This is an optimization exercise on Yosys and OpenROAD, whose aim is small area, a short achievable clock period and few clock cycles per item, not a production implementation.
Where RTL was checked, it was by simulation tests only, not by an equivalence proof against the original.
Only the layout flow was run in runs 1 to 5; the RTL was not checked for function there.
Power is estimated from default activity; no workload was simulated.

## flow/design.v (module list and top-level ports; edited modules follow where they fit)
// module dot4_tree: 717 lines
// module rows_add: 106 lines
// module systolic_top: 178 lines
module systolic_top (
    input  logic     clk,
    input  logic     rst_n,
    input  logic     wb_cyc,
    input  logic     wb_stb,
    input  logic     wb_we,
    input  logic [5:0]  wb_adr,
    input  logic [31:0] wb_dat_w,
    output logic [31:0] wb_dat_r,
    output logic     wb_ack
);
  // ...
==> flow/flow/run.sh <==
#!/bin/bash
set -euo pipefail
bash standard.sh SETUP_SLACK_MARGIN=6.5 finish > standard_flow.log 2>&1
==> flow/standard.sh <==
#!/bin/bash
# synth_recipe.tcl (not shown) runs the flow's synth.tcl, then flattens the netlist and writes it again
# the make line also repeats each setting of config.mk as NAME=value (left out here)
make -C /OpenROAD-flow-scripts/flow DESIGN_CONFIG=/design/flow/config.mk WORK_HOME=/design/flow/orfs CLKGATE_MAP_FILE= SYNTH_SCRIPT=/design/flow/synth_recipe.tcl "${@:-finish}"
==> flow/config.mk <==
export PLATFORM = sky130hd
export DESIGN_NAME = systolic_top
export DESIGN_NICKNAME = systolic_top
export VERILOG_FILES = /design/flow/design.v
export SDC_FILE = /design/flow/constraint.sdc
export NUM_CORES = 4
export LEC_CHECK = 0
export ABC_CLOCK_PERIOD_IN_PS = 3000
export CAP_MARGIN = 20
export CORE_MARGIN = 2
export CORE_UTILIZATION = 40
export SLEW_MARGIN = 20
==> flow/constraint.sdc <==
create_clock -name core_clock -period 10.0 [get_ports {clk}]
set_input_delay 2.0000 -clock core_clock [delete_from_list [all_inputs] [get_ports {clk}]]
set_output_delay 2.0000 -clock core_clock [all_outputs]
set_load 0.01 [all_outputs]
==> summary.txt, run 1 <==
critical path type input pin to flop; Worst Tran Pin Value 1.28 ns; crit path launch type input pin; initial antenna violation count 6; status timing/DRC/antenna clean; pre-CTS WS between 4 and 5 ns; Hold Path Class flop to flop; ant diodes 1; clock buf count 170; Area contributors post-synth edfxtp_1, mux4_2, dfxtp_1, fa_1, a22oi_1; critical path endpoint category flop; Mean Syn Cell Area 14.6 sq um; post-cts hold buffer count 0; HPWL Detailed around 100 mm; Hold Vio Cnt, Final 0; synthesized area 53700 sq um; Pwr Density 203 nW/um^2; EDFF count, synth 800; family with the most delay on the worst path multiplexers; clock root buffer master clkbuf_16; sequential cell power about 5.8 mW; Port-buffer cells 59; hold slack 0.378 ns; Top pwr grp registers; Worst setup startpoint wb_adr[0]; Max VDD drop 0.162 mV; final setup violation count 0; cell chain of the critical path buf_16, buf_16, mux4_2, mux4_2, and2_4, or3_1; Yosys top cell by area edfxtp_1; largest family of logic cells by synthesized area multiplexers; Slew HR 0.146; DR top layer met5; post-synthesis xor/xnor area fraction 0.0501; via/cell ratio between 5 and 6
==> inputs of run 2 (changes only) <==
--- a/flow/config.mk
+++ b/flow/config.mk
@@ -11,2 +11,4 @@
 export CORE_UTILIZATION = 40
+export CTS_CLUSTER_DIAMETER = 120
+export CTS_CLUSTER_SIZE = 30
 export SLEW_MARGIN = 20
==> summary.txt, run 2 <==
worst-path fanout max 7 (unchanged); f_max 281 MHz (was 285 MHz); Sink Count 1097 (unchanged); fin crit share 0.356 (was 0.351); wire per inst 27.5 microns (was 27.1 microns); GPL Wtd Cong 0.877 (unchanged); cell chain of the critical path buf_16, buf_12, buf_16, mux4_2, mux4_2, nor2b_4, or3_1 (was buf_16, buf_16, mux4_2, mux4_2, and2_4, or3_1); Seq/Total Area, Yosys 0.562 (unchanged); Total Wirelength 149 mm (was 150 mm); Worst setup startpoint wb_adr[0] (unchanged); Vias 31500 (was 31900); via/cell ratio 5.83 (was 5.78); Die X 370 microns (unchanged); status timing/DRC/antenna clean (unchanged); Pwr Density 176 nW/um^2 (was 203 nW/um^2); RSZ-0062 raised after global routing yes (was no); Post-synth ARST share 0.0410 (unchanged); GRT overflow 0 (unchanged); Clock Path Buffers 3 (unchanged); Largest Register c_q (unchanged); EDFF count, synth 800 (unchanged); Starting Density 0.403 (unchanged); All-Layer GR Usage 0.214 (was 0.217); Worst Tran Pin Value 1.24 ns (was 1.28 ns); Detailed Routing Iterations Pass 1 6 (unchanged); clock root buffer master clkbuf_16 (unchanged); largest net degree at the start of global routing 194 (unchanged); Reg-to-Reg End cs_rows[92] (unchanged); Rows 134 (unchanged); Hold EP cs_v (unchanged); Finished Layout Cells 5411 (was 5526); # DRC 0 (unchanged); Mean Syn Cell Area 14.6 sq um (unchanged); Worst Reg-to-Reg Cells 8 (unchanged); number of buffers created by CTS 44 (was 114); layout cells sized above 1 0.159 (was 0.180); Ports 76 (unchanged); min Tclk post-route 3.56 ns (was 3.51 ns); crit path launch type input pin (unchanged); crit path DAT 4.12 ns (was 4.10 ns); CP max-delay cell mux4_2 (unchanged); Hold Path Class flop to flop (unchanged); initial antenna violation count 8 (was 6); post-synth cell types 83 (unchanged); Post-Synthesis Cells 3675 (unchanged); Placed Instances 5273 (unchanged); top post-synthesis cells by count edfxtp_1, inv_1, a22oi_1, dfxtp_1, fa_1 (unchanged); Layout area overhead 8.82% (was 13.0%); first-pass GRT wire length 218 mm (was 221 mm); final slew viol count 0 (unchanged); reg2reg start op_neg[4] (unchanged); Yosys reg bits 1097 (unchanged); max reg flops 416 (unchanged); worst hold path stage count 0 (unchanged); critical path type input pin to flop (unchanged); CTS tree built (unchanged); critical path endpoint category flop (unchanged); Post-layout nets 3942 (was 3994); H-tree depth 2 (was 3); Final Instance Area 58400 sq um (was 60700 sq um); core box area 133000 sq um (unchanged); syn nets 4012 (unchanged); synthesized area 53700 sq um (unchanged); max-cap viol count 0 (unchanged); Port-buffer cells 59 (unchanged); clock skew 0.0567 ns (was 0.0720 ns); ys flop type edfxtp_1 (unchanged); Setup Total Neg Slack 0 ns (unchanged); Placed Instance Area 55700 sq um (unchanged); Yosys top cell by area edfxtp_1 (unchanged); CTS clock-pin slew for the worst setup and hold paths 0.12 ns (was 0.06 ns); Initial DRC Count 4019 (was 3981); synth warn 5 (unchanged); Worst R2R Setup Slack 6.61 ns (was 6.62 ns); Die Y 370 microns (unchanged); worst skew pair latency 0.69 ns (was 0.78 ns); Synth top area share 0.448 (unchanged); commonest non-fill, non-tap cells in the layout edfxtp_1, inv_1, a22oi_1, fa_1, mux4_2 (unchanged); Hold Vio Cnt, Final 0 (unchanged); antenna-violating nets left 0 (unchanged); vias in the first global route 31400 (was 32200); Slew HR 0.176 (was 0.146); Area contributors post-synth edfxtp_1, mux4_2, dfxtp_1, fa_1, a22oi_1 (unchanged); Max VDD drop 0.132 mV (was 0.162 mV); Required @ worst endpoint 10.56 ns (was 10.59 ns); cell with the most instances after synthesis edfxtp_1 (unchanged); leak pwr 20.3 nW (was 21.4 nW); Buf/Inv on CP 3 (was 2); HPWL Detailed 100 mm (unchanged); HP Start op_v (unchanged); Die ar. 137000 sq um (unchanged); slowest cell delay on critical path 0.65 ns (was 0.60 ns); family with the most delay on the worst path multiplexers (unchanged); commonest non-fill, non-tap cell in the layout edfxtp_1 (unchanged); final setup violation count 0 (unchanged)
run 2: kinds of logic after synthesis:
| family | after synthesis | share of synthesized area |
|---|---|---|
| AOI/OAI and AO/OA | 689 | 0.0918 |
| and+or+nand+nor | 391 | 0.0355 |
| DFF | 1097 | 0.562 |
| buffers and inverters | 593 | 0.0466 |
| xor gates and xnor gates | 307 | 0.0501 |
| muxes | 304 | 0.112 |
| adders and majority gates | 294 | 0.102 |
run 2: area by class of cell:
cell class / instances / area, sq um
inverter: 300 / 1140
sequential: 1097 / 30300
clock buffer: 73 / 1210
clock inverter: 9 / 160
timing repair buffer: 177 / 2100
antenna: 2 / 5.00
multi-input combinational: 1985 / 21300
fill: 11800 / 74900
tap: 1768 / 2210
run 2: worst max-delay path by stage:
| stage | cells past startpoint | endpoint | slack (ns) |
|---|---|---|---|
| after floorplan | 7 | rd_q[0] | 6.20 |
| after global placement | 9 | rd_q[4] | 4.53 |
| after detailed placement | 9 | rd_q[4] | 4.50 |
| after CTS | 7 | rd_q[10] | 6.45 |
| after global routing | 7 | rd_q[11] | 6.45 |
| final | 7 | rd_q[11] | 6.44 |
run 2: per-stage QoR:
stage                     hold slack (ns)  worst slack [ns]  total power [mW]  utilization
after global routing                0.371              6.45              10.7        0.438
after floorplan                     0.354              6.20              7.10            -
after detailed placement            0.366              4.50              7.92        0.418
after CTS                           0.366              6.45              10.3        0.436
final                               0.361              6.44              10.3        0.438
after global placement              0.359              4.53              7.91        0.418
run 2: per-layer routing:
metal | routed length, microns | GRT usage | vias to the layer above
met3 | 12000 | 0.0279 | 151
met5 | 12 | 0 | -
met2 | 70600 | 0.347 | 1436
met1 | 63000 | 0.311 | 16500
met4 | 2940 | 0.0422 | 2
li1 | - | - | 13400
run 2: timing repair:
item,4_1_cts,5_1_grt
cloned,13,3
resized for setup,153,47
endpoints found under the hold margin,0,0
hold buffers,0,0
endpoints found under the setup margin,92,33
setup buffers,25,13
pin swaps,6,7
run 2: power breakdown:
group	switching, mW	total (mW)	internal (mW)
Sequential	0.588	5.75	5.17
Clock	1.43	2.33	0.896
Combinational	1.24	2.22	0.975
Total	3.26	10.3	7.04
==> module systolic_top, before the edit <==
module systolic_top (
    input  logic     clk,
    input  logic     rst_n,
    input  logic     wb_cyc,
    input  logic     wb_stb,
    input  logic     wb_we,
    input  logic [5:0]  wb_adr,
    input  logic [31:0] wb_dat_w,
    output logic [31:0] wb_dat_r,
    output logic     wb_ack
);
    logic        req;
    logic        wr;
    logic        start;
    logic        lock;
    assign req   = wb_cyc && wb_stb && !wb_ack;
    assign wr    = req && wb_we && !lock;
    assign start = wr && (wb_adr == 6'd32) && wb_dat_w[0];
    always_ff @(posedge clk or negedge rst_n) begin
        if (!rst_n) begin
            wb_ack <= 1'b0;
        end else begin
            wb_ack <= req;
        end
    end
    logic        w_a;
    logic        w_b;
    logic [3:0]  w_idx;
    logic [15:0] w_dat;
    always_ff @(posedge clk or negedge rst_n) begin
        if (!rst_n) begin
            w_a <= 1'b0;
            w_b <= 1'b0;
        end else begin
            w_a <= wr && wb_adr[5:4] == 2'd0;
            w_b <= wr && wb_adr[5:4] == 2'd1;
        end
    end
    always_ff @(posedge clk) begin
        w_idx <= wb_adr[3:0];
        w_dat <= wb_dat_w[15:0];
    end
    logic [15:0] a_mem [16];
    logic [7:0]  b_mem [16];
    logic [15:0] a_vld;
    logic [15:0] b_vld;
    always_ff @(posedge clk) begin
        if (w_a) begin
            a_mem[w_idx] <= w_dat;
        end
        if (w_b) begin
            b_mem[w_idx] <= w_dat[7:0];
        end
    end
    always_ff @(posedge clk or negedge rst_n) begin
        if (!rst_n) begin
            a_vld <= '0;
            b_vld <= '0;
        end else begin
            if (w_a) begin
                a_vld[w_idx] <= 1'b1;
            end
            if (w_b) begin
                b_vld[w_idx] <= 1'b1;
            end
        end
    end
    logic        run;
    logic [3:0]  fcnt;
    logic        op_v;
    logic        cs_v;
    logic        st_busy;
    logic        st_done;
    logic        c_vld;
    always_ff @(posedge clk or negedge rst_n) begin
        if (!rst_n) begin
            run     <= 1'b0;
            fcnt    <= '0;
            op_v    <= 1'b0;
            cs_v    <= 1'b0;
            st_busy <= 1'b0;
            st_done <= 1'b0;
            c_vld   <= 1'b0;
        end else begin
            op_v <= start || run;
            cs_v <= op_v;
            if (start) begin
                run     <= 1'b1;
                fcnt    <= 4'd1;
                st_busy <= 1'b1;
                st_done <= 1'b0;
                c_vld   <= 1'b1;
            end
            if (run) begin
                fcnt <= fcnt + 1'b1;
                if (fcnt == 4'd15) begin
                    run <= 1'b0;
                    st_busy <= 1'b0;
                    st_done <= 1'b1;
                end
            end
        end
    end
    assign lock = op_v || cs_v;
    logic [15:0] op_a [4];
    logic [15:0] op_one;
    logic [15:0] op_two;
    logic [15:0] op_neg;
    always_ff @(posedge clk) begin
        for (int k = 0; k < 4; k++) begin
            logic [7:0] b;
            logic [8:0] bx;
            op_a[k] <= a_mem[{fcnt[3:2], 2'(k)}];
            b = (a_vld[{fcnt[3:2], 2'(k)}] && b_vld[{2'(k), fcnt[1:0]}]) ?
                b_mem[{2'(k), fcnt[1:0]}] : 8'd0;
            bx = {b, 1'b0};
            for (int m = 0; m < 4; m++) begin
                op_one[4*k+m] <= bx[2*m+1] ^ bx[2*m];
                op_two[4*k+m] <= (bx[2*m+2] && !bx[2*m+1] && !bx[2*m]) ||
                                 (!bx[2*m+2] && bx[2*m+1] && bx[2*m]);
                op_neg[4*k+m] <= bx[2*m+2];
            end
        end
    end
    localparam int ROWS = 4;
    logic [ROWS*26-1:0] tree_rows;
    logic [ROWS*26-1:0] cs_rows;
    logic [25:0]        cs_sum;
    dot4_tree u_tree (
        .a0   (op_a[0]),
        .a1   (op_a[1]),
        .a2   (op_a[2]),
        .a3   (op_a[3]),
        .one  (op_one),
        .two  (op_two),
        .neg  (op_neg),
        .rows (tree_rows)
    );
    always_ff @(posedge clk) begin
        cs_rows <= tree_rows;
    end
    rows_add u_add (
        .rows (cs_rows),
        .sum  (cs_sum)
    );
    logic [25:0] c_q [16];
    always_ff @(posedge clk) begin
        if (cs_v) begin
            for (int e = 0; e < 15; e++) begin
                c_q[e] <= c_q[e+1];
            end
            c_q[15] <= cs_sum;
        end
    end
    logic [25:0] rd_d;
    logic [25:0] rd_q;
    always_comb begin
        rd_d = '0;
        case (wb_adr[5:4])
            2'd0: if (a_vld[wb_adr[3:0]]) begin
                rd_d = 26'($signed(a_mem[wb_adr[3:0]]));
            end
            2'd1: if (b_vld[wb_adr[3:0]]) begin
                rd_d = 26'($signed(b_mem[wb_adr[3:0]]));
            end
            2'd2: if (wb_adr[3:0] == 4'd1) begin
                rd_d = {24'd0, st_done, st_busy};
            end
            default: if (c_vld) begin
                rd_d = c_q[wb_adr[3:0]];
            end
        endcase
    end
    always_ff @(posedge clk) begin
        rd_q <= rd_d;
    end
    assign wb_dat_r = {{6{rd_q[25]}}, rd_q};
endmodule
==> inputs of run 3 (changes only) <==
--- a/flow/design.v
+++ b/flow/design.v
@@ -981,18 +981,20 @@
     logic [25:0] rd_q;
+    logic [15:0] sel_a;
+    logic [15:0] sel_b;
+    logic [15:0] sel_c;
     always_comb begin
+        for (int w = 0; w < 16; w++) begin
+            sel_a[w] = (wb_adr == 6'(w)) && a_vld[w];
+            sel_b[w] = (wb_adr == 6'(16 + w)) && b_vld[w];
+            sel_c[w] = (wb_adr == 6'(48 + w)) && c_vld;
+        end
         rd_d = '0;
-        case (wb_adr[5:4])
-            2'd0: if (a_vld[wb_adr[3:0]]) begin
-                rd_d = 26'($signed(a_mem[wb_adr[3:0]]));
-            end
-            2'd1: if (b_vld[wb_adr[3:0]]) begin
-                rd_d = 26'($signed(b_mem[wb_adr[3:0]]));
-            end
-            2'd2: if (wb_adr[3:0] == 4'd1) begin
-                rd_d = {24'd0, st_done, st_busy};
-            end
-            default: if (c_vld) begin
-                rd_d = c_q[wb_adr[3:0]];
-            end
-        endcase
+        for (int w = 0; w < 16; w++) begin
+            rd_d = rd_d | ({26{sel_a[w]}} & 26'($signed(a_mem[w])))
+                        | ({26{sel_b[w]}} & 26'($signed(b_mem[w])))
+                        | ({26{sel_c[w]}} & c_q[w]);
+        end
+        if (wb_adr == 6'd33) begin
+            rd_d[1:0] = {st_done, st_busy};
+        end
     end
--- a/flow/config.mk
+++ b/flow/config.mk
@@ -11,4 +11,2 @@
 export CORE_UTILIZATION = 40
-export CTS_CLUSTER_DIAMETER = 120
-export CTS_CLUSTER_SIZE = 30
 export SLEW_MARGIN = 20
==> summary.txt, run 3 <==
ys flop type edfxtp_1 (unchanged); Max VDD drop 0.184 mV (was 0.132 mV); via/cell ratio 6.27 (was 5.83); crit path DAT 4.45 ns (was 4.12 ns); f_max 249 MHz (was 281 MHz); Setup Total Neg Slack 0 ns (unchanged); clock root buffer master clkbuf_16 (unchanged); cell with the most instances after synthesis edfxtp_1 (unchanged); multi-input logic area 19900 sq um (was 21300 sq um); Finished Layout Cells 5202 (was 5411); antenna-violating nets left 0 (unchanged); synthesized area 50800 sq um (was 53700 sq um); Vias 32600 (was 31500); Final Power 12.4 mW (was 10.3 mW); initial antenna violation count 11 (was 8); Pwr Density 214 nW/um^2 (was 176 nW/um^2); Worst Tran Pin Value 1.28 ns (was 1.24 ns); Yosys reg bits 1097 (unchanged); Largest Register c_q (unchanged); Reg-to-Reg End c_q[15][24] (was cs_rows[92]); layout cells sized above 1 0.170 (was 0.159); Worst Reg-to-Reg Cells 11 (was 8); fin crit share 0.402 (was 0.356); crit path to c_q[15][24] (was rd_q[11]); reg2reg start cs_rows[54] (was op_neg[4]); post-synth cell types 69 (was 83); final slew viol count 0 (unchanged); Mean Syn Cell Area 14.6 sq um (about the same); Hold Path Class flop to flop (unchanged); leak pwr 20.2 nW (was 20.3 nW); syn nets 3815 (was 4012); final setup violation count 0 (unchanged); Layout area overhead 14.0% (was 8.82%); vias in the first global route 32800 (was 31400); Detailed Routing Iterations Pass 1 9 (was 6); wire per inst 33.7 microns (was 27.5 microns); fillers 11100 (was 11800); Starting Density 0.404 (was 0.403); number of buffers created by CTS 109 (was 44); min Tclk post-route 4.02 ns (was 3.56 ns); Placed Instances 4945 (was 5273); commonest non-fill, non-tap cells in the layout edfxtp_1, a22oi_1, fa_1, dfxtp_1, xor2_1 (was edfxtp_1, inv_1, a22oi_1, fa_1, mux4_2); CTS tree built (unchanged); first-pass GRT wire length 244 mm (was 218 mm); status timing/DRC/antenna clean (unchanged); RSZ-0062 raised after global routing yes (unchanged); CTS clock-pin slew for the worst setup and hold paths 0.06 ns (was 0.12 ns); Post-Synthesis Cells 3478 (was 3675); HPWL Detailed 111 mm (was 100 mm); Die ar. 130000 sq um (was 137000 sq um); Initial DRC Count 5377 (was 4019); largest net degree at the start of global routing 170 (was 194); # DRC 0 (unchanged); Clock Path Buffers 3 (unchanged); commonest non-fill, non-tap cell in the layout edfxtp_1 (unchanged); EDFF count, synth 800 (unchanged); post-cts hold buffer count 0 (unchanged); GPL Wtd Cong 0.916 (was 0.877); Sink Count 1097 (unchanged); Post-synth ARST share 0.0410 (unchanged); Worst setup startpoint cs_rows[54] (was wb_adr[0]); crit path launch type flop (was input pin); Post-layout nets 3787 (was 3942); All-Layer GR Usage 0.264 (was 0.214); Port-buffer cells 59 (unchanged); Area contributors post-synth edfxtp_1, dfxtp_1, fa_1, a22oi_1, mux4_2 (was edfxtp_1, mux4_2, dfxtp_1, fa_1, a22oi_1); worst-path fanout max 2 (was 7); max-cap viol count 0 (unchanged); core box area 126000 sq um (was 133000 sq um); Hold Vio Cnt, Final 0 (unchanged); Rows 130 (was 134); GRT overflow 0 (unchanged); critical path type flop to flop (was input pin to flop); Yosys top cell by area edfxtp_1 (unchanged); Required @ worst endpoint 10.43 ns (was 10.56 ns); Die Y 361 microns (was 370 microns); worst skew pair latency 0.74 ns (was 0.69 ns); Worst R2R Setup Slack 5.98 ns (was 6.61 ns); max reg flops 416 (unchanged); fin util 0.460 (was 0.438); Seq/Total Area, Yosys 0.594 (was 0.562); top post-synthesis cells by count edfxtp_1, a22oi_1, dfxtp_1, fa_1, clkbuf_1 (was edfxtp_1, inv_1, a22oi_1, dfxtp_1, fa_1); Reg area 30300 sq um (about the same); H-tree depth 3 (was 2); Total Wirelength 175 mm (was 149 mm); Die X 361 microns (was 370 microns); synth warn 5 (unchanged); critical path endpoint category flop (unchanged); Ports 76 (unchanged); clock skew 0.0831 ns (was 0.0567 ns); Synth top area share 0.473 (was 0.448); Slew HR 0.146 (was 0.176)
==> run 3: cell count changes in the layout (fill, tap and decap cells not counted), sizes merged, moves of 30 or more <==
cell / before / now
xor2: 123 / 180
clkinv: 5 / 43
inv: 302 / 175
o21ai: 96 / 31
a221oi: 15 / 109
clkbuf: 78 / 158
a22oi: 290 / 420
mux4: 232 / 100
mux2i: 45 / 6
nand2: 107 / 75
a22o: 27 / 109
nand4: 7 / 37
a21oi: 85 / 33
xnor2: 184 / 125
==> run 3: what timing repair did <==
action | CTS | global route
gates resized for setup | 225 | 69
pin swaps | 35 | 29
endpoints found under the setup margin | 115 | 54
cloned | 2 | 3
setup buffers | 24 | 15
==> run 3: area by class of cell <==
class	instances	area share
Antenna cell	5	0.000216
Sequential cell	1097	0.522
Timing Repair Buffer	161	0.0266
Clock buffer	156	0.0527
Clock inverter	52	0.00827
Multi-Input combinational cell	1908	0.343
Inverter	173	0.0113
Tap cell	1650	0.0356
==> run 3: through the flow <==
step	hold WS (ns)	area [sq um]	setup slack (ns)
after global placement	0.383	53100	4.44
after global routing	0.400	57900	5.88
after detailed placement	0.382	53100	4.40
final	0.378	58000	5.98
after floorplan	0.354	51600	6.12
after CTS	0.381	57500	5.94
==> run 3: cell families after synthesis <==
| logic type | count (synthesis) | synth area share |
|---|---|---|
| flip-flops | 1097 | 0.594 |
| AO/OA/AOI/OAI | 774 | 0.117 |
| buffers and inverters | 477 | 0.0381 |
| AND/OR/NAND/NOR | 421 | 0.0441 |
| XOR/XNOR | 305 | 0.0525 |
| adder cells (fa/ha/maj) | 294 | 0.108 |
| multiplexers | 110 | 0.0464 |
==> run 3: metal layers <==
layer  part of all wire  up-vias  global-route usage
met5             0.0016        -             0.00259
met4              0.067       14               0.154
met3               0.12      514              0.0712
met2               0.43     2334               0.387
met1               0.38    16700               0.353
li1                   -    13100                   -
==> run 3: how the worst min path moves through the flow <==
stage | startpoint | end | slack (ns) | cells after the start
floorplan | op_v | cs_v | 0.35 | 0
global placement | op_v | cs_v | 0.38 | 0
detailed placement | op_v | cs_v | 0.38 | 0
CTS | c_q[11][12] | c_q[10][12] | 0.38 | 0
global route | c_q[3][0] | c_q[2][0] | 0.40 | 0
finish | c_q[11][12] | c_q[10][12] | 0.38 | 0
==> run 3: critical path, stage by stage, from the launching register on <==
cell      delay (ns)
dfxtp_2         0.32
fa_1            0.56
fa_1            0.46
ha_4            0.26
nor2b_4         0.12
o31a_1          0.37
o311ai_2        0.31
o211ai_1        0.15
buf_4           0.19
a211oi_4        0.29
nor2_2          0.09
o311ai_4        0.61
==> run 3: report_power, final <==
part           switching [mW]  internal [mW]
Sequential              0.597           5.18
Combinational            1.57           1.00
Clock                    1.84           2.25
Total                    4.01           8.42
==> inputs of run 4 (changes only) <==
--- a/flow/design.v
+++ b/flow/design.v
@@ -850,19 +850,2 @@
     end
-    logic        w_a;
-    logic        w_b;
-    logic [3:0]  w_idx;
-    logic [15:0] w_dat;
-    always_ff @(posedge clk or negedge rst_n) begin
-        if (!rst_n) begin
-            w_a <= 1'b0;
-            w_b <= 1'b0;
-        end else begin
-            w_a <= wr && wb_adr[5:4] == 2'd0;
-            w_b <= wr && wb_adr[5:4] == 2'd1;
-        end
-    end
-    always_ff @(posedge clk) begin
-        w_idx <= wb_adr[3:0];
-        w_dat <= wb_dat_w[15:0];
-    end
     logic [15:0] a_mem [16];
@@ -872,7 +855,7 @@
     always_ff @(posedge clk) begin
-        if (w_a) begin
-            a_mem[w_idx] <= w_dat;
+        if (wr && wb_adr[5:4] == 2'd0) begin
+            a_mem[wb_adr[3:0]] <= wb_dat_w[15:0];
         end
-        if (w_b) begin
-            b_mem[w_idx] <= w_dat[7:0];
+        if (wr && wb_adr[5:4] == 2'd1) begin
+            b_mem[wb_adr[3:0]] <= wb_dat_w[7:0];
         end
@@ -884,7 +867,7 @@
         end else begin
-            if (w_a) begin
-                a_vld[w_idx] <= 1'b1;
+            if (wr && wb_adr[5:4] == 2'd0) begin
+                a_vld[wb_adr[3:0]] <= 1'b1;
             end
-            if (w_b) begin
-                b_vld[w_idx] <= 1'b1;
+            if (wr && wb_adr[5:4] == 2'd1) begin
+                b_vld[wb_adr[3:0]] <= 1'b1;
             end
==> summary.txt, run 4 <==
antenna-violating nets left 0 (unchanged); Mean Syn Cell Area 14.5 sq um (was 14.6 sq um); All-Layer GR Usage 0.263 (was 0.264); f_max 258 MHz (was 249 MHz); Clock Path Buffers 3 (unchanged); layout cells sized above 1 0.202 (was 0.170); vias in the first global route 32700 (was 32800); HPWL Detailed 110 mm (was 111 mm); final slew viol count 0 (unchanged); core box area 125000 sq um (was 126000 sq um); post-synthesis xor/xnor area fraction 0.0529 (was 0.0525); Sink Count 1075 (was 1097); Int Pwr 8.46 mW (was 8.42 mW); Flop pwr share 0.461 (was 0.465); wire per inst 32.5 microns (was 33.7 microns); largest net degree at the start of global routing 82 (was 170); largest family of logic cells by synthesized area compound AO/OA/AOI/OAI gates (unchanged); Max VDD drop 0.255 mV (was 0.184 mV); # DRC 0 (unchanged); Largest Register c_q (unchanged); Die ar. 129000 sq um (was 130000 sq um); Seq/Total Area, Yosys 0.591 (was 0.594); crit-path most repeated cell buf_12 (was fa_1); Initial DRC Count 5006 (was 5377); Post-layout nets 3883 (was 3787); H-tree depth 3 (unchanged); final setup violation count 0 (unchanged); syn nets 3795 (was 3815); slowest cell delay on critical path 0.50 ns (was 0.61 ns); Setup Total Neg Slack 0 ns (unchanged); Post-Synthesis Cells 3458 (was 3478); fin crit share 0.387 (was 0.402); top post-synthesis cells by count edfxtp_1, a22oi_1, fa_1, dfxtp_1, clkbuf_1 (was edfxtp_1, a22oi_1, dfxtp_1, fa_1, clkbuf_1); worst skew pair latency 0.72 ns (was 0.74 ns); crit path DAT 4.46 ns (was 4.45 ns); Detailed Routing Iterations Pass 1 6 (was 9); fillers 10700 (was 11100); max-cap viol count 0 (unchanged); Finished Layout Cells 5291 (was 5202); GRT overflow 0 (unchanged); post-cts hold buffer count 0 (unchanged); Starting Density 0.402 (was 0.404); GPL Wtd Cong 0.913 (was 0.916); Yosys top cell by area edfxtp_1 (unchanged); Die Y 359 microns (was 361 microns); CTS clock-pin slew for the worst setup and hold paths 0.06 ns (about the same); Worst Tran Pin Value 1.16 ns (was 1.28 ns); multi-input logic area 20100 sq um (was 19900 sq um); critical path endpoint category flop (unchanged); CP max-delay cell and4_1 (was o311ai_4); Hold Vio Cnt, Final 0 (unchanged); post-synthesis simple-gate area fraction 0.0458 (was 0.0441); first-pass GRT wire length 240 mm (was 244 mm); initial antenna violation count 9 (was 11); P_sw 3.93 mW (was 4.01 mW); worst-path fanout max 8 (was 2); leak pwr 20.8 nW (was 20.2 nW); min Tclk post-route 3.87 ns (was 4.02 ns); CTS tree built (unchanged); Ports 76 (unchanged); RSZ-0062 raised after global routing yes (unchanged); Yosys reg bits 1075 (was 1097); via/cell ratio 6.24 (was 6.27); Required @ worst endpoint 10.59 ns (was 10.43 ns); number of buffers created by CTS 105 (was 109); synth warn 5 (unchanged); critical path type input pin to flop (was flop to flop); Synth top area share 0.478 (was 0.473); Layout area overhead 17.5% (was 14.0%); Sw Ratio 0.317 (was 0.322); Pwr Density 210 nW/um^2 (was 214 nW/um^2); hold slack 0.389 ns (was 0.378 ns); EDFF count, synth 800 (unchanged); cell chain of the critical path buf_12, inv_6, ha_4, and3b_2, and4_1, nand2_1, nand2_1, nor3_4, buf_12, nand4_4, buf_12, buf_16, or3_1 (was fa_1, fa_1, ha_4, nor2b_4, o31a_1, o311ai_2, o211ai_1, buf_4, a211oi_4, nor2_2, o311ai_4); Hold Path Class flop to flop (unchanged); Slew HR 0.227 (was 0.146); clock root buffer master clkbuf_16 (unchanged); Area contributors post-synth edfxtp_1, fa_1, dfxtp_1, a22oi_1, mux4_2 (was edfxtp_1, dfxtp_1, fa_1, a22oi_1, mux4_2); multiplexer area fraction after synthesis 0.0473 (was 0.0464); Total Wirelength 172 mm (was 175 mm); Clock Power Share 0.335 (was 0.329); max reg flops 416 (unchanged); Synth Area in Compound Gates 0.117 (about the same); post-synth cell types 73 (was 69); Vias 33000 (was 32600); synthesized area 50300 sq um (was 50800 sq um); Placed Instances 4943 (was 4945); commonest non-fill, non-tap cell in the layout edfxtp_1 (unchanged); fraction of the mapped netlist area in adder cells 0.109 (was 0.108); ys flop type edfxtp_1 (unchanged); Die X 359 microns (was 361 microns); commonest non-fill, non-tap cells in the layout edfxtp_1, a22oi_1, fa_1, dfxtp_1, xor2_1 (unchanged); Rows 130 (unchanged); Port-buffer cells 59 (unchanged); Final Power 12.4 mW (about the same); crit path launch type input pin (was flop); combinational share of power 0.204 (was 0.207); status timing/DRC/antenna clean (unchanged); Post-synth ARST share 0.0400 (was 0.0410); clock skew 0.0403 ns (was 0.0831 ns); Reg area 29800 sq um (was 30300 sq um); cell with the most instances after synthesis edfxtp_1 (unchanged)
==> run 4: worst max-delay path: cells and delay by family <==
| kind | cells | cell delay, ns |
|---|---|---|
| adder cells (fa/ha/maj) | 1 | 0.17 |
| buffers and inverters | 5 | 0.61 |
| AND/OR/NAND/NOR | 7 | 1.65 |
==> run 4: path summary, 6_finish.rpt <==
kind / cells past startpoint / end / startpoint / slack (ns)
worst min-delay path: 0 / cs_v / op_v / 0.39
max in group asynchronous: 1 / fcnt[3] / rst_n / 7.85
worst min register to register: 0 / cs_v / op_v / 0.39
min in group asynchronous: 1 / run / rst_n / 1.45
worst max-delay path: 13 / rd_q[18] / wb_adr[0] / 6.13
worst max register to register: 11 / c_q[15][24] / cs_rows[12] / 6.23
==> run 4: what timing repair did <==
action                                  in CTS  in global routing
pin swaps                                   93                 62
setup buffers                               96                 47
gates cloned                                 1                  2
gates resized for setup                    283                122
endpoints found under the setup margin     589                333
==> run 4: logic make-up (layout without fill, tap and decap cells) <==
kind of cell             Yosys count  in the layout
adder cells (fa/ha/maj)          294            294
XOR/XNOR                         304            304
AO/OA/AOI/OAI                    772            772
other                              0              5
AND/OR/NAND/NOR                  436            436
buffers and inverters            465            643
multiplexers                     112            112
flip-flops                      1075           1075
==> run 4: routing by layer <==
layer | vias up | part of all wire | GRT usage
li1 | 13300 | - | -
met1 | 16800 | 0.38 | 0.357
met2 | 2379 | 0.44 | 0.391
met3 | 515 | 0.13 | 0.0788
met4 | 10 | 0.051 | 0.118
met5 | - | 0.00035 | 0
==> run 4: final cells by class <==
| cell class | instances | area share |
|---|---|---|
| Multi-Input combinational cell | 1918 | 0.341 |
| Timing Repair Buffer | 267 | 0.0471 |
| Clock buffer | 143 | 0.0503 |
| Antenna cell | 5 | 0.000212 |
| Clock inverter | 54 | 0.0110 |
| Inverter | 179 | 0.0116 |
| Tap cell | 1650 | 0.0349 |
| Sequential cell | 1075 | 0.504 |
==> run 4: through the flow <==
stage                     area [sq um]  worst slack, ns  utilization
final                            59100             6.13        0.472
after global routing             59100             6.12        0.472
after CTS                        58100             6.22        0.464
after detailed placement         52600             3.30        0.420
after global placement           52600             3.36        0.420
after floorplan                  50600             5.83            -
==> run 4: power by group through the flow <==
stage / logic [mW] / registers, mW / clock network, mW
2_1_floorplan: 1.51 / 5.28 / 0
4_1_cts: 2.43 / 5.69 / 4.19
3_3_place_gp: 2.19 / 5.78 / 0
5_1_grt: 2.65 / 5.74 / 4.35
6_report: 2.53 / 5.71 / 4.16
3_5_place_dp: 2.20 / 5.79 / 0
==> inputs of run 5 (changes only) <==
--- a/flow/design.v
+++ b/flow/design.v
@@ -916,10 +916,29 @@
     logic [15:0] op_neg;
+    logic [3:0]  row_sel;
+    logic [3:0]  col_sel;
+    always_comb begin
+        for (int x = 0; x < 4; x++) begin
+            row_sel[x] = (fcnt[3:2] == 2'(x));
+            col_sel[x] = (fcnt[1:0] == 2'(x));
+        end
+    end
     always_ff @(posedge clk) begin
         for (int k = 0; k < 4; k++) begin
-            logic [7:0] b;
-            logic [8:0] bx;
-            op_a[k] <= a_mem[{fcnt[3:2], 2'(k)}];
-            b = (a_vld[{fcnt[3:2], 2'(k)}] && b_vld[{2'(k), fcnt[1:0]}]) ?
-                b_mem[{2'(k), fcnt[1:0]}] : 8'd0;
-            bx = {b, 1'b0};
+            logic [15:0] a;
+            logic        av;
+            logic [7:0]  b;
+            logic        bv;
+            logic [8:0]  bx;
+            a  = '0;
+            av = 1'b0;
+            b  = '0;
+            bv = 1'b0;
+            for (int x = 0; x < 4; x++) begin
+                a  = a  | ({16{row_sel[x]}} & a_mem[4*x + k]);
+                av = av | (row_sel[x] & a_vld[4*x + k]);
+                b  = b  | ({8{col_sel[x]}} & b_mem[4*k + x]);
+                bv = bv | (col_sel[x] & b_vld[4*k + x]);
+            end
+            op_a[k] <= a;
+            bx = {((av && bv) ? b : 8'd0), 1'b0};
             for (int m = 0; m < 4; m++) begin
--- a/flow/config.mk
+++ b/flow/config.mk
@@ -11,2 +11,4 @@
 export CORE_UTILIZATION = 40
+export CTS_CLUSTER_DIAMETER = 120
+export CTS_CLUSTER_SIZE = 24
 export SLEW_MARGIN = 20
==> summary.txt, run 5 <==
Yosys top cell by area edfxtp_1 (unchanged); pre-CTS WS 4.22 ns (was 3.30 ns); Port-buffer cells 59 (unchanged); Pwr Density 184 nW/um^2 (was 210 nW/um^2); Rows 129 (was 130); Seq/Total Area, Yosys 0.596 (was 0.591); Die ar. 128000 sq um (was 129000 sq um); Post-Synthesis Cells 3478 (was 3458); syn nets 3818 (was 3795); vias in the first global route 32000 (was 32700); layout cells sized above 1 0.180 (was 0.202); Mean Syn Cell Area 14.3 sq um (was 14.5 sq um); initial antenna violation count 12 (was 9); Clock Path Buffers 3 (unchanged); # DRC 0 (unchanged); Yosys reg bits 1075 (unchanged); Slew HR 0.242 (was 0.227); worst-path fanout max 4 (was 8); Max VDD drop 0.205 mV (was 0.255 mV); f_max 269 MHz (was 258 MHz); Die X 357 microns (was 359 microns); GPL Wtd Cong 0.931 (was 0.913); leak pwr 19.6 nW (was 20.8 nW); fin crit share 0.371 (was 0.387); Vias 33000 (about the same); commonest non-fill, non-tap cell in the layout edfxtp_1 (unchanged); hold slack 0.383 ns (was 0.389 ns); Ports 76 (unchanged); largest net degree at the start of global routing 172 (was 82); Sink Count 1075 (unchanged); Total Wirelength 169 mm (was 172 mm); Required @ worst endpoint 10.42 ns (was 10.59 ns); number of buffers created by CTS 51 (was 105); critical path endpoint category flop (unchanged); HPWL Detailed 108 mm (was 110 mm); Hold Vio Cnt, Final 0 (unchanged); Initial DRC Count 5346 (was 5006); crit path launch type flop (was input pin); first-pass GRT wire length 237 mm (was 240 mm); core box area 124000 sq um (was 125000 sq um); synthesized area 49900 sq um (was 50300 sq um); All-Layer GR Usage 0.261 (was 0.263); Post-layout nets 3872 (was 3883); Final Power 10.4 mW (was 12.4 mW); wire per inst 32.4 microns (was 32.5 microns); Final Instance Area 56800 sq um (was 59100 sq um); CTS tree built (unchanged); final setup violation count 0 (unchanged); Layout area overhead 13.9% (was 17.5%); min Tclk post-route 3.71 ns (was 3.87 ns); top post-synthesis cells by count edfxtp_1, a22oi_1, fa_1, dfxtp_1, clkbuf_1 (unchanged); commonest non-fill, non-tap cells in the layout edfxtp_1, a22oi_1, fa_1, dfxtp_1, xor2_1 (unchanged); worst skew pair latency 0.69 ns (was 0.72 ns); Largest Register c_q (unchanged); Setup WS post-layout 6.29 ns (was 6.13 ns); max reg flops 416 (unchanged); critical path type flop to flop (was input pin to flop); Synth top area share 0.482 (was 0.478); Hold Path Class flop to flop (unchanged); CTS clock-pin slew for the worst setup and hold paths 0.10 ns (was 0.06 ns); crit path DAT 4.13 ns (was 4.46 ns); Post-synth ARST share 0.0400 (unchanged); Setup Total Neg Slack 0 ns (unchanged); Die Y 357 microns (was 359 microns); cell with the most instances after synthesis edfxtp_1 (unchanged); via/cell ratio 6.32 (was 6.24); final slew viol count 0 (unchanged); max-cap viol count 0 (unchanged); status timing/DRC/antenna clean (unchanged); Worst Reg-to-Reg Cells 14 (was 11); Area contributors post-synth edfxtp_1, fa_1, dfxtp_1, a22oi_1, xor2_1 (was edfxtp_1, fa_1, dfxtp_1, a22oi_1, mux4_2); Detailed Routing Iterations Pass 1 8 (was 6); synth warn 5 (unchanged); clock skew 0.0358 ns (was 0.0403 ns); antenna-violating nets left 0 (unchanged); ys flop type edfxtp_1 (unchanged); Placed Instance Area 52400 sq um (was 52600 sq um); RSZ-0062 raised after global routing yes (unchanged); EDFF count, synth 800 (unchanged); worst hold path stage count 0 (unchanged); post-synth cell types 63 (was 73); Worst Tran Pin Value 1.14 ns (was 1.16 ns); clock root buffer master clkbuf_16 (unchanged); GRT overflow 0 (unchanged); Starting Density 0.403 (was 0.402); H-tree depth 2 (was 3)
-- run 5: repair_timing --
action                     4_1_cts  5_1_grt
setup buffers                   96       35
cloned                           1        0
gates resized for setup        296      154
pin swaps                       80       74
setup endpoints to repair      625      399
hold buffers                     0        0
-- run 5: worst paths after layout --
kind | startpoint | to | slack, ns
min in group asynchronous | rst_n | a_vld[11] | 1.46
worst max register to register | cs_rows[7] | c_q[15][24] | 6.29
max in group asynchronous | rst_n | fcnt[3] | 7.85
worst min register to register | op_v | cs_v | 0.38
worst min-delay path | op_v | cs_v | 0.38
worst max-delay path | cs_rows[7] | c_q[15][24] | 6.29
-- run 5: layer usage --
layer  GRT usage  part of all wire  vias to the layer above
li1            -                 -                    13200
met1       0.370              0.39                    16800
met2       0.384              0.43                     2438
met3      0.0721              0.13                      454
met4      0.0948             0.046                        4
met5           0           0.00020                        -
-- run 5: worst max-delay path, stage by stage (launching register included) --
cell	delay [ns]
dfxtp_1	0.32
fa_1	0.56
fa_1	0.46
ha_4	0.25
a21oi_1	0.20
o21ai_2	0.09
or3_4	0.34
o211ai_1	0.17
buf_4	0.17
o21ai_4	0.07
a21o_1	0.24
a41oi_2	0.23
buf_4	0.15
a21oi_2	0.05
xor2_1	0.16
-- run 5: layout make-up --
class                      count  area [sq um]
sequential                  1075         29800
tap                         1637          2050
antenna                        6          15.0
timing repair buffer         273          2800
inverter                     172           661
clock inverter                 7          87.6
fill                       10700         67000
multi-input combinational   1959         20000
clock buffer                  89          1420
-- run 5: cells by family (layout without fill, tap and decap cells) --
| family | after synthesis | count (layout) | share of synthesized area |
|---|---|---|---|
| buffers and inverters | 445 | 541 | 0.0360 |
| and+or+nand+nor | 437 | 438 | 0.0425 |
| xor gates and xnor gates | 306 | 306 | 0.0537 |
| DFF | 1075 | 1075 | 0.596 |
| other | 0 | 6 | 0 |
| muxes | 68 | 68 | 0.0307 |
| AOI/OAI and AO/OA | 850 | 850 | 0.130 |
| adders and majority gates | 297 | 297 | 0.110 |
-- run 5: through the flow --
stage          cells  utilization
2_1_floorplan   3478            -
3_3_place_gp    4983        0.423
3_5_place_dp    4983        0.423
4_1_cts         5176        0.452
5_1_grt         5214        0.459
6_report        5218        0.459
-- run 5: where the power goes --
| part | internal (mW) | switching (mW) | leakage (nW) |
|---|---|---|---|
| logic | 0.962 | 1.35 | 9.18 |
| clock network | 0.990 | 1.42 | 0.712 |
| registers | 5.08 | 0.639 | 9.71 |
==> inputs of run 6 (changes only) <==
--- a/flow/design.v
+++ b/flow/design.v
@@ -850,2 +850,19 @@
     end
+    logic        w_a;
+    logic        w_b;
+    logic [3:0]  w_idx;
+    logic [15:0] w_dat;
+    always_ff @(posedge clk or negedge rst_n) begin
+        if (!rst_n) begin
+            w_a <= 1'b0;
+            w_b <= 1'b0;
+        end else begin
+            w_a <= wr && wb_adr[5:4] == 2'd0;
+            w_b <= wr && wb_adr[5:4] == 2'd1;
+        end
+    end
+    always_ff @(posedge clk) begin
+        w_idx <= wb_adr[3:0];
+        w_dat <= wb_dat_w[15:0];
+    end
     logic [15:0] a_mem [16];
@@ -855,7 +872,7 @@
     always_ff @(posedge clk) begin
-        if (wr && wb_adr[5:4] == 2'd0) begin
-            a_mem[wb_adr[3:0]] <= wb_dat_w[15:0];
+        if (w_a) begin
+            a_mem[w_idx] <= w_dat;
         end
-        if (wr && wb_adr[5:4] == 2'd1) begin
-            b_mem[wb_adr[3:0]] <= wb_dat_w[7:0];
+        if (w_b) begin
+            b_mem[w_idx] <= w_dat[7:0];
         end
@@ -867,7 +884,7 @@
         end else begin
-            if (wr && wb_adr[5:4] == 2'd0) begin
-                a_vld[wb_adr[3:0]] <= 1'b1;
+            if (w_a) begin
+                a_vld[w_idx] <= 1'b1;
             end
-            if (wr && wb_adr[5:4] == 2'd1) begin
-                b_vld[wb_adr[3:0]] <= 1'b1;
+            if (w_b) begin
+                b_vld[w_idx] <= 1'b1;
             end
==> flow/flow/run.sh (replaced) <==
#!/bin/bash
set -euo pipefail
bash standard.sh SETUP_SLACK_MARGIN=6.8 finish > standard_flow.log 2>&1
==> summary.txt, run 6 <==
GPL Wtd Cong 0.935 (was 0.931); Vias 33700 (was 33000); fillers 10900 (was 10700); final setup violation count 0 (unchanged); GRT overflow 0 (unchanged); Synth top area share 0.475 (was 0.482); clock root buffer master clkbuf_16 (unchanged); CTS tree built (unchanged); fin util 0.467 (was 0.459); Pwr Density 181 nW/um^2 (was 184 nW/um^2); Worst Reg-to-Reg Cells 11 (was 14); RSZ-0062 raised after global routing yes (unchanged); Reg area 30500 sq um (was 29800 sq um); H-tree depth 2 (unchanged); via/cell ratio 6.37 (was 6.32); fin crit share 0.358 (was 0.371); crit path launch type input pin (was flop); EDFF count, synth 800 (unchanged); Die ar. 129000 sq um (was 128000 sq um); initial antenna violation count 10 (was 12); status timing/DRC/antenna clean (unchanged); first-pass GRT wire length 245 mm (was 237 mm); Die Y 360 microns (was 357 microns); commonest non-fill, non-tap cell in the layout edfxtp_1 (unchanged); pre-CTS WS 4.32 ns (was 4.22 ns); HPWL Detailed 110 mm (was 108 mm); Setup Total Neg Slack 0 ns (unchanged); critical path endpoint category flop (unchanged); Hold Vio Cnt, Final 0 (unchanged); Initial DRC Count 5472 (was 5346); clock skew 0.0646 ns (was 0.0358 ns); commonest non-fill, non-tap cells in the layout edfxtp_1, a22oi_1, fa_1, xor2_1, inv_1 (was edfxtp_1, a22oi_1, fa_1, dfxtp_1, xor2_1); post-cts hold buffer count 0 (unchanged); Reg-to-Reg End c_q[15][24] (unchanged); leak pwr 20.3 nW (was 19.6 nW); # DRC 0 (unchanged); syn nets 3850 (was 3818); Ports 76 (unchanged); Largest Register c_q (unchanged); ys flop type edfxtp_1 (unchanged); reg2reg start cs_rows[2] (was cs_rows[7]); f_max 280 MHz (was 269 MHz); multi-input logic area 20200 sq um (was 20000 sq um); Worst R2R Setup Slack 6.48 ns (was 6.29 ns); min Tclk post-route 3.58 ns (was 3.71 ns); layout cells sized above 1 0.231 (was 0.180); number of buffers created by CTS 53 (was 51); post-synth cell types 72 (was 63); Clock Path Buffers 3 (unchanged); cell with the most instances after synthesis edfxtp_1 (unchanged); HP Start op_v (unchanged); synth warn 5 (unchanged); critical path type input pin to flop (was flop to flop); crit path DAT 4.18 ns (was 4.13 ns); Post-layout nets 3936 (was 3872); Layout area overhead 15.8% (was 13.9%); Hold Path Class flop to flop (unchanged); Mean Syn Cell Area 14.4 sq um (was 14.3 sq um); CTS clock-pin slew for the worst setup and hold paths 0.09 ns (was 0.10 ns); Yosys reg bits 1097 (was 1075); Yosys top cell by area edfxtp_1 (unchanged); Post-synth ARST share 0.0410 (was 0.0400); Area contributors post-synth edfxtp_1, dfxtp_1, fa_1, a22oi_1, xor2_1 (was edfxtp_1, fa_1, dfxtp_1, a22oi_1, xor2_1); Slew HR 0.179 (was 0.242); All-Layer GR Usage 0.264 (was 0.261); Rows 130 (was 129); Worst Tran Pin Value 1.23 ns (was 1.14 ns); antenna-violating nets left 0 (unchanged); Sink Count 1097 (was 1075); core box area 126000 sq um (was 124000 sq um); worst hold path stage count 0 (unchanged); max reg flops 416 (unchanged); Starting Density 0.403 (about the same); Post-Synthesis Cells 3510 (was 3478); worst-path fanout max 8 (was 4); Port-buffer cells 59 (unchanged); Detailed Routing Iterations Pass 1 6 (was 8); Die X 360 microns (was 357 microns); Required @ worst endpoint 10.60 ns (was 10.42 ns); top post-synthesis cells by count edfxtp_1, a22oi_1, dfxtp_1, fa_1, clkbuf_1 (was edfxtp_1, a22oi_1, fa_1, dfxtp_1, clkbuf_1); Max VDD drop 0.330 mV (was 0.205 mV); wire per inst 33.6 microns (was 32.4 microns); worst skew pair latency 0.72 ns (was 0.69 ns); Total Wirelength 178 mm (was 169 mm); Hold EP cs_v (unchanged); max-cap viol count 0 (unchanged); synthesized area 50600 sq um (was 49900 sq um); Setup WS post-layout 6.42 ns (was 6.29 ns); vias in the first global route 32000 (about the same); largest net degree at the start of global routing 183 (was 172); final slew viol count 0 (unchanged); Seq/Total Area, Yosys 0.596 (about the same)
-- run 6: changes by cell type after synthesis, moves of 15 or more --
cell,delta
a221oi_1,+15
a21o_1,-30
dfxtp_1,+20
and3_1,+26
nor2_1,-46
clkbuf_1,+30
o21bai_1,+15
nand2_1,-25
a22oi_1,-26
-- run 6: metal layers --
metal	track usage	vias to the layer above	wire length, microns
met2	0.381	2456	76100
li1	-	13400	-
met3	0.0876	537	24200
met4	0.108	4	9410
met5	0	-	24
met1	0.364	17300	67900
-- run 6: report_power, final --
part	leakage [nW]	total [mW]	switching (mW)	internal, mW
combinational	9.60	2.16	1.30	0.852
sequential	9.93	5.85	0.659	5.19
clock	0.773	2.58	1.51	1.07
total	20.3	10.6	3.47	7.11
-- run 6: area by class of cell --
class / instances / area share
inverter: 179 / 0.0117
multi-input combinational: 1932 / 0.344
tap: 1650 / 0.0352
timing repair buffer: 333 / 0.0613
sequential: 1097 / 0.520
clock inverter: 8 / 0.00243
antenna: 3 / 0.000128
clock buffer: 92 / 0.0253
-- run 6: repair_timing --
action	CTS	global route
gates resized for setup	537	218
buffers inserted	87	92
pin swaps	48	95
gates cloned	6	7
setup endpoints to repair	126	98
-- run 6: stage by stage --
step	total power, mW	area (sq um)	cells	hold slack, ns
final	10.6	58600	5294	0.387
after CTS	10.4	56700	5190	0.387
after global placement	7.68	53000	4996	0.362
after floorplan	6.80	51200	3510	0.354
after global routing	10.9	58600	5291	0.407
after detailed placement	7.69	53000	4997	0.366
-- run 6: worst max path at each step --
stage	from	endpoint	slack, ns	cells after the start
5_1_grt	cs_rows[61]	c_q[15][23]	6.42	11
3_3_place_gp	wb_adr[3]	rd_q[25]	4.35	10
4_1_cts	cs_rows[61]	c_q[15][24]	6.45	11
6_report	wb_adr[1]	rd_q[25]	6.42	11
3_5_place_dp	wb_adr[2]	rd_q[25]	4.32	7
2_1_floorplan	wb_adr[3]	rd_q[20]	6.02	12
-- run 6: logic make-up after synthesis --
group	synth area share
flops	0.596
compound gates	0.132
buf+inv	0.0390
simple gates	0.0410
xor+xnor	0.0526
fa+ha+maj	0.109
mux	0.0305
-- run 6: worst max-delay path, cell delays in order --
cell	delay, ns
buf_16	0.13
and4b_1	0.22
and3_4	0.20
buf_8	0.13
a22o_1	0.21
a221oi_2	0.20
and4_4	0.29
buf_12	0.12
nand4_4	0.13
buf_12	0.20
or3_4	0.34
Testbench counts of run 6, summed over its fixed seeds: cycles 43,776, jobs 384.
==> inputs of run 7 (changes only) <==
==> flow/flow/run.sh (replaced) <==
#!/bin/bash
set -euo pipefail
bash standard.sh SETUP_SLACK_MARGIN=6.35 finish > standard_flow.log 2>&1
==> summary.txt, run 7 <==
Hold EP cs_v (unchanged); Port-buffer cells 59 (unchanged); Finished Layout Cells 5130 (was 5294); synthesized area 50600 sq um (unchanged); Synth top area share 0.475 (unchanged); worst hold path stage count 0 (unchanged); synth warn 5 (unchanged); crit path launch type input pin (unchanged); layout cells sized above 1 0.128 (was 0.231); number of buffers created by CTS 53 (unchanged); Yosys reg bits 1097 (unchanged); Placed Instance Area 53000 sq um (about the same); status timing/DRC/antenna clean (unchanged); syn nets 3850 (unchanged); Post-layout nets 3770 (was 3936); core box area 126000 sq um (unchanged); Vias 32600 (was 33700); Rows 130 (unchanged); pre-CTS WS 3.94 ns (was 4.32 ns); top post-synthesis cells by count edfxtp_1, a22oi_1, dfxtp_1, fa_1, clkbuf_1 (unchanged); Worst Reg-to-Reg Cells 10 (was 11); largest net degree at the start of global routing 84 (was 183); critical path endpoint category flop (unchanged); Clock Power Share 0.243 (about the same); Slew HR 0.241 (was 0.179); first-pass GRT wire length 236 mm (was 245 mm); Max VDD drop 0.279 mV (was 0.330 mV); clock skew 0.0393 ns (was 0.0646 ns); Clock Path Buffers 3 (unchanged); P_sw 3.43 mW (was 3.47 mW); Reg-to-Reg End c_q[15][22] (was c_q[15][24]); critical path type input pin to flop (unchanged); Flop pwr share 0.555 (was 0.553); Total Wirelength 169 mm (was 178 mm); # DRC 0 (unchanged); HP Start op_v (unchanged); Setup Total Neg Slack 0 ns (unchanged); Worst Tran Pin Value 1.14 ns (was 1.23 ns); worst skew pair latency 0.72 ns (about the same); Placed Instances 5006 (was 4997); crit path DAT 4.29 ns (was 4.18 ns); f_max 273 MHz (was 280 MHz); Int Pwr 7.00 mW (was 7.11 mW); RSZ-0062 raised after global routing yes (unchanged); max-cap viol count 0 (unchanged); final slew viol count 0 (unchanged); leak pwr 19.0 nW (was 20.3 nW); Seq/Total Area, Yosys 0.596 (unchanged); Worst R2R Setup Slack 6.40 ns (was 6.48 ns); CTS tree built (unchanged); fillers 11200 (was 10900); Sw Ratio 0.329 (was 0.328); GRT overflow 0 (unchanged); Largest Register c_q (unchanged); Pwr Density 188 nW/um^2 (was 181 nW/um^2); combinational share of power 0.202 (was 0.204); Ports 76 (unchanged); Layout area overhead 9.41% (was 15.8%); reg2reg start cs_rows[61] (was cs_rows[2]); Mean Syn Cell Area 14.4 sq um (unchanged); Required @ worst endpoint 10.64 ns (was 10.60 ns); Final Instance Area 55400 sq um (was 58600 sq um); EDFF count, synth 800 (unchanged); clock root buffer master clkbuf_16 (unchanged); CTS clock-pin slew for the worst setup and hold paths 0.10 ns (was 0.09 ns); Die ar. 129000 sq um (unchanged); cell with the most instances after synthesis edfxtp_1 (unchanged); vias in the first global route 31900 (was 32000); Hold Path Class flop to flop (unchanged); Hold Vio Cnt, Final 0 (unchanged); ys flop type edfxtp_1 (unchanged); post-synth cell types 72 (unchanged); Die X 360 microns (unchanged); initial antenna violation count 8 (was 10); Area contributors post-synth edfxtp_1, dfxtp_1, fa_1, a22oi_1, xor2_1 (unchanged); fin crit share 0.366 (was 0.358); Starting Density 0.403 (unchanged); Post-synth ARST share 0.0410 (unchanged); All-Layer GR Usage 0.254 (was 0.264); HPWL Detailed 109 mm (was 110 mm); antenna-violating nets left 0 (unchanged); via/cell ratio 6.35 (was 6.37); commonest non-fill, non-tap cells in the layout edfxtp_1, a22oi_1, fa_1, dfxtp_1, xor2_1 (was edfxtp_1, a22oi_1, fa_1, xor2_1, inv_1); Setup WS post-layout 6.34 ns (was 6.42 ns); Post-Synthesis Cells 3510 (unchanged); commonest non-fill, non-tap cell in the layout edfxtp_1 (unchanged); Yosys top cell by area edfxtp_1 (unchanged); H-tree depth 2 (unchanged); final setup violation count 0 (unchanged); Sink Count 1097 (unchanged); max reg flops 416 (unchanged); min Tclk post-route 3.66 ns (was 3.58 ns); GPL Wtd Cong 0.951 (was 0.935); worst-path fanout max 19 (was 8); Initial DRC Count 4995 (was 5472); Final Power 10.4 mW (was 10.6 mW); Detailed Routing Iterations Pass 1 7 (was 6); Die Y 360 microns (unchanged); wire per inst 32.9 microns (was 33.6 microns)
## run 7: cell counts after synthesis
No cell type changed its count.
## run 7: worst max-delay path: stages
cell and delay (ns):
buf_6 0.17, nor4bb_2 0.42, and3_2 0.84, a22oi_1 0.15, and3_1 0.27, nand4_4 0.13, buf_12 0.15, or3_1 0.11
## run 7: layout make-up
class	instances	area, sq um	area share
Sequential cell	1097	30300	0.546
Multi-Input combinational cell	1931	19300	0.348
Tap cell	1650	2060	0.0373
Timing Repair Buffer	168	1500	0.0270
Clock buffer	92	1470	0.0266
Inverter	179	677	0.0122
Clock inverter	8	130	0.00235
Antenna cell	5	12.5	0.000226
## run 7: timing repair
action / in CTS / in global routing
gates resized for setup: 132 / 73
setup endpoints to repair: 87 / 52
cloned: 1 / 1
pin swaps: 12 / 27
hold buffers: 0 / 0
setup buffers: 5 / 11
## run 7: power groups by stage
| stage | Clock [mW] | Combinational [mW] | Sequential [mW] |
|---|---|---|---|
| after floorplan | 0 | 1.42 | 5.37 |
| after global placement | 0 | 1.86 | 5.85 |
| after detailed placement | 0 | 1.86 | 5.86 |
| after CTS | 2.56 | 1.97 | 5.76 |
| after global routing | 2.72 | 2.21 | 5.81 |
| final | 2.53 | 2.10 | 5.79 |
## run 7: metrics by stage
step	hold slack, ns	utilization
4_1_cts	0.393	0.438
3_5_place_dp	0.367	0.422
6_report	0.388	0.441
5_1_grt	0.411	0.441
3_3_place_gp	0.366	0.422
2_1_floorplan	0.354	-
## run 7: how the worst max path moves through the flow
stage / from / endpoint / slack [ns] / cells after the start
CTS: wb_adr[1] / rd_q[19] / 6.35 / 10
finish: wb_adr[3] / rd_q[19] / 6.34 / 8
floorplan: wb_adr[3] / rd_q[20] / 6.02 / 12
detailed placement: wb_adr[3] / rd_q[19] / 3.94 / 8
global placement: wb_adr[3] / rd_q[24] / 3.97 / 8
global route: cs_rows[2] / c_q[15][22] / 6.28 / 10
## run 7: logic make-up after synthesis
kind of cell / count (synthesis) / share of synthesized area
flip-flops: 1097 / 0.596
AO/OA/AOI/OAI: 865 / 0.132
buffers and inverters: 483 / 0.0390
AND/OR/NAND/NOR: 395 / 0.0410
XOR/XNOR: 304 / 0.0526
adder cells (fa/ha/maj): 297 / 0.109
multiplexers: 69 / 0.0305
## run 7: layer usage
| layer | wire length, microns | vias up | share of wire | global-route usage |
|---|---|---|---|---|
| met4 | 7350 | 4 | 0.044 | 0.0909 |
| met1 | 65500 | 16600 | 0.39 | 0.351 |
| li1 | - | 13100 | - | - |
| met5 | 53 | - | 0.00031 | 0 |
| met3 | 22000 | 496 | 0.13 | 0.0769 |
| met2 | 73900 | 2350 | 0.44 | 0.379 |
==> inputs of run 8 (changes only) <==
==> flow/flow/run.sh (replaced) <==
#!/bin/bash
set -euo pipefail
bash standard.sh SETUP_SLACK_MARGIN=6.5 finish > standard_flow.log 2>&1
--- a/flow/config.mk
+++ b/flow/config.mk
@@ -10,3 +10,3 @@
 export CORE_MARGIN = 2
-export CORE_UTILIZATION = 40
+export CORE_UTILIZATION = 55
 export CTS_CLUSTER_DIAMETER = 120
==> summary.txt, run 8 <==
GRT Max-Usage Layer met2 (unchanged); syn nets 3850 (unchanged); Post-layout nets 3793 (was 3770); Yosys reg bits 1097 (unchanged); leak pwr 19.2 nW (was 19.0 nW); CTS clock-pin slew for the worst setup and hold paths 0.10 ns (about the same); met3 usage in global routing 0.127 (was 0.0769); number of buffers created by CTS 52 (was 53); Yosys top cell by area edfxtp_1 (unchanged); Largest Register c_q (unchanged); post-synth cell types 72 (unchanged); All-Layer GR Usage 0.364 (was 0.254); Synth top area share 0.475 (unchanged); Die Y 307 microns (was 360 microns); GRT overflow 0 (unchanged); Rows 111 (was 130); Post-Synthesis Cells 3510 (unchanged); Required @ worst endpoint 10.60 ns (was 10.64 ns); max-cap viol count 0 (unchanged); HP Start op_v (unchanged); pre-CTS WS 4.07 ns (was 3.94 ns); Max VDD drop 0.189 mV (was 0.279 mV); Slew HR 0.194 (was 0.241); Mean Syn Cell Area 14.4 sq um (unchanged); critical path endpoint category flop (unchanged); Die ar. 94500 sq um (was 129000 sq um); wire per inst 36.9 microns (was 32.9 microns); cell with the most instances after synthesis edfxtp_1 (unchanged); Die X 307 microns (was 360 microns); Worst Tran Pin Value 1.21 ns (was 1.14 ns); Worst R2R Setup Slack 6.48 ns (was 6.40 ns); ys flop type edfxtp_1 (unchanged); Clock Path Buffers 3 (unchanged); synth warn 5 (unchanged); ant diodes 0 (was 5); Hold Vio Cnt, Final 0 (unchanged); EDFF count, synth 800 (unchanged); core box area 91400 sq um (was 126000 sq um); Setup Total Neg Slack 0 ns (unchanged); final slew viol count 0 (unchanged); GR Layer Usage met1 0.491 (was 0.351); largest net degree at the start of global routing 187 (was 84); GPL Wtd Cong 0.969 (was 0.951); top post-synthesis cells by count edfxtp_1, a22oi_1, dfxtp_1, fa_1, clkbuf_1 (unchanged); clock root buffer master clkbuf_16 (unchanged); Placed Instances 4522 (was 5006); reg2reg start cs_rows[3] (was cs_rows[61]); vias in the first global route 32600 (was 31900); synthesized area 50600 sq um (unchanged); clock skew 0.0903 ns (was 0.0393 ns); worst skew pair latency 0.72 ns (about the same); RSZ-0062 raised after global routing yes (unchanged); worst hold path stage count 0 (unchanged); # DRC 0 (unchanged); fin crit share 0.356 (was 0.366); Ports 76 (unchanged); Detailed Routing Iterations Pass 1 6 (was 7); HPWL Detailed 113 mm (was 109 mm); post-cts hold buffer count 0 (unchanged); critical path type input pin to flop (unchanged); Worst Reg-to-Reg Cells 10 (unchanged); Vias 33000 (was 32600); Hold EP cs_v (unchanged); Initial DRC Count 5061 (was 4995); max reg flops 416 (unchanged); first-pass GRT wire length 242 mm (was 236 mm); status timing/DRC/antenna clean (unchanged); Seq/Total Area, Yosys 0.596 (unchanged); crit path DAT 4.16 ns (was 4.29 ns); Total Wirelength 173 mm (was 169 mm); via/cell ratio 7.04 (was 6.35); commonest non-fill, non-tap cells in the layout edfxtp_1, a22oi_1, fa_1, dfxtp_1, xor2_1 (unchanged); Finished Layout Cells 4683 (was 5130); min Tclk post-route 3.56 ns (was 3.66 ns); Starting Density 0.554 (was 0.403); fillers 6950 (was 11200); Pwr Density 190 nW/um^2 (was 188 nW/um^2); crit path launch type input pin (unchanged); commonest non-fill, non-tap cell in the layout edfxtp_1 (unchanged); antenna-violating nets left 0 (unchanged); layout cells sized above 1 0.139 (was 0.128); Reg-to-Reg End c_q[15][23] (was c_q[15][22]); Hold Path Class flop to flop (unchanged); Final Power 10.5 mW (was 10.4 mW); Post-synth ARST share 0.0410 (unchanged); Layout area overhead 9.45% (was 9.41%); Sink Count 1097 (unchanged); worst-path fanout max 25 (was 19); Area contributors post-synth edfxtp_1, dfxtp_1, fa_1, a22oi_1, xor2_1 (unchanged); H-tree depth 2 (unchanged); Setup WS post-layout 6.44 ns (was 6.34 ns); met2 Usage GRT 0.546 (was 0.379); f_max 281 MHz (was 273 MHz); Port-buffer cells 59 (unchanged); final setup violation count 0 (unchanged); initial antenna violation count 10 (was 8); CTS tree built (unchanged)
-- run 8: cell counts after synthesis --
Identical to the previous run, type by type.
-- run 8: worst max-delay path by stage --
stage	end	slack, ns	startpoint
finish	rd_q[1]	6.44	wb_adr[5]
global route	c_q[15][23]	6.37	cs_rows[9]
CTS	c_q[15][23]	6.32	cs_rows[54]
detailed placement	rd_q[22]	4.07	wb_adr[3]
global placement	rd_q[25]	4.07	wb_adr[3]
floorplan	rd_q[20]	6.02	wb_adr[3]
-- run 8: stage by stage --
stage          utilization  hold slack (ns)  instance area (sq um)
4_1_cts              0.599            0.392                  54800
6_report             0.606            0.387                  55400
3_3_place_gp         0.572            0.359                  52300
3_5_place_dp         0.572            0.370                  52300
2_1_floorplan            -            0.354                  51100
5_1_grt              0.606            0.411                  55400
-- run 8: routing by layer --
metal  share of wire  vias to the layer above
li1                -                    13100
met1            0.37                    17000
met2            0.44                     2379
met3            0.14                      481
met4           0.047                        6
met5         0.00061                        -
-- run 8: kinds of logic (layout without fill, tap and decap cells) --
group,after synthesis,after routing,share of synthesized area
AND/OR/NAND/NOR,395,397,0.0410
flip-flops,1097,1097,0.596
multiplexers,69,69,0.0305
buffers and inverters,483,468,0.0390
adder cells (fa/ha/maj),297,297,0.109
AO/OA/AOI/OAI,865,865,0.132
XOR/XNOR,304,304,0.0526
-- run 8: repair_timing --
action                     CTS  global route
pin swaps                   33            24
setup buffers               28            25
resized for setup          230            66
cloned                       2             4
setup endpoints to repair  110            38
-- run 8: final cells by class --
cell class / instances / area, sq um / share of cell area
sequential: 1097 / 30300 / 0.546
multi-input combinational: 1932 / 19500 / 0.352
timing repair buffer: 191 / 1930 / 0.0348
tap: 1186 / 1480 / 0.0268
clock buffer: 92 / 1450 / 0.0262
inverter: 179 / 673 / 0.0121
clock inverter: 6 / 113 / 0.00203
-- run 8: critical path, stage by stage --
cell and delay [ns]:
buf_6 0.14, nand3_1 0.30, nor4_4 0.47, buf_4 0.71, a221oi_1 0.18, nand3_1 0.16
nor3_1 0.06, a21oi_1 0.14
-- run 8: where the power goes --
part           total, mW  switching, mW  internal, mW
Clock               2.48           1.46          1.01
Combinational       2.31           1.44         0.873
Sequential          5.76          0.598          5.16

## afterwards: timing with drivers on the ports
How much do the figures lean on ideal ports? The routed layouts below were timed once more, with nothing changed but the port constraints. Step 1, drivers: a clkbuf_16 drives clk and a buf_2 each remaining input, both assumed. Step 2 also shifts input and output timing later by t, the mid clock arrival at the registers, as if the neighbouring blocks saw the same clock. Slacks: ideal ports / drivers / drivers and shift; pairs: ideal ports / drivers.
run	t, ns	setup WS [ns]	slew at the worst register clock pin (ns)	worst data-port slew with drivers (ns)
run 1	0.817	6.493 / 6.329 / 5.513	0.07 / 0.07	0.27
run 2	0.742	6.443 / 6.290 / 5.549	0.12 / 0.12	0.31
run 3	0.772	5.978 / 5.978 / 5.728	0.07 / 0.07	0.07
run 4	0.768	6.130 / 6.139 / 5.372	0.07 / 0.07	0.14
run 5	0.742	6.287 / 6.287 / 5.639	0.11 / 0.11	0.16
run 6	0.770	6.423 / 6.339 / 5.569	0.12 / 0.12	0.19
run 7	0.774	6.342 / 6.328 / 5.566	0.11 / 0.11	0.09
run 8	0.752	6.437 / 6.402 / 5.651	0.11 / 0.11	0.16
After both steps every run listed still meets setup and hold. For run 1, which loses most, drivers alone change the setup slack by -0.164 ns; drivers and shift together by -0.980 ns.
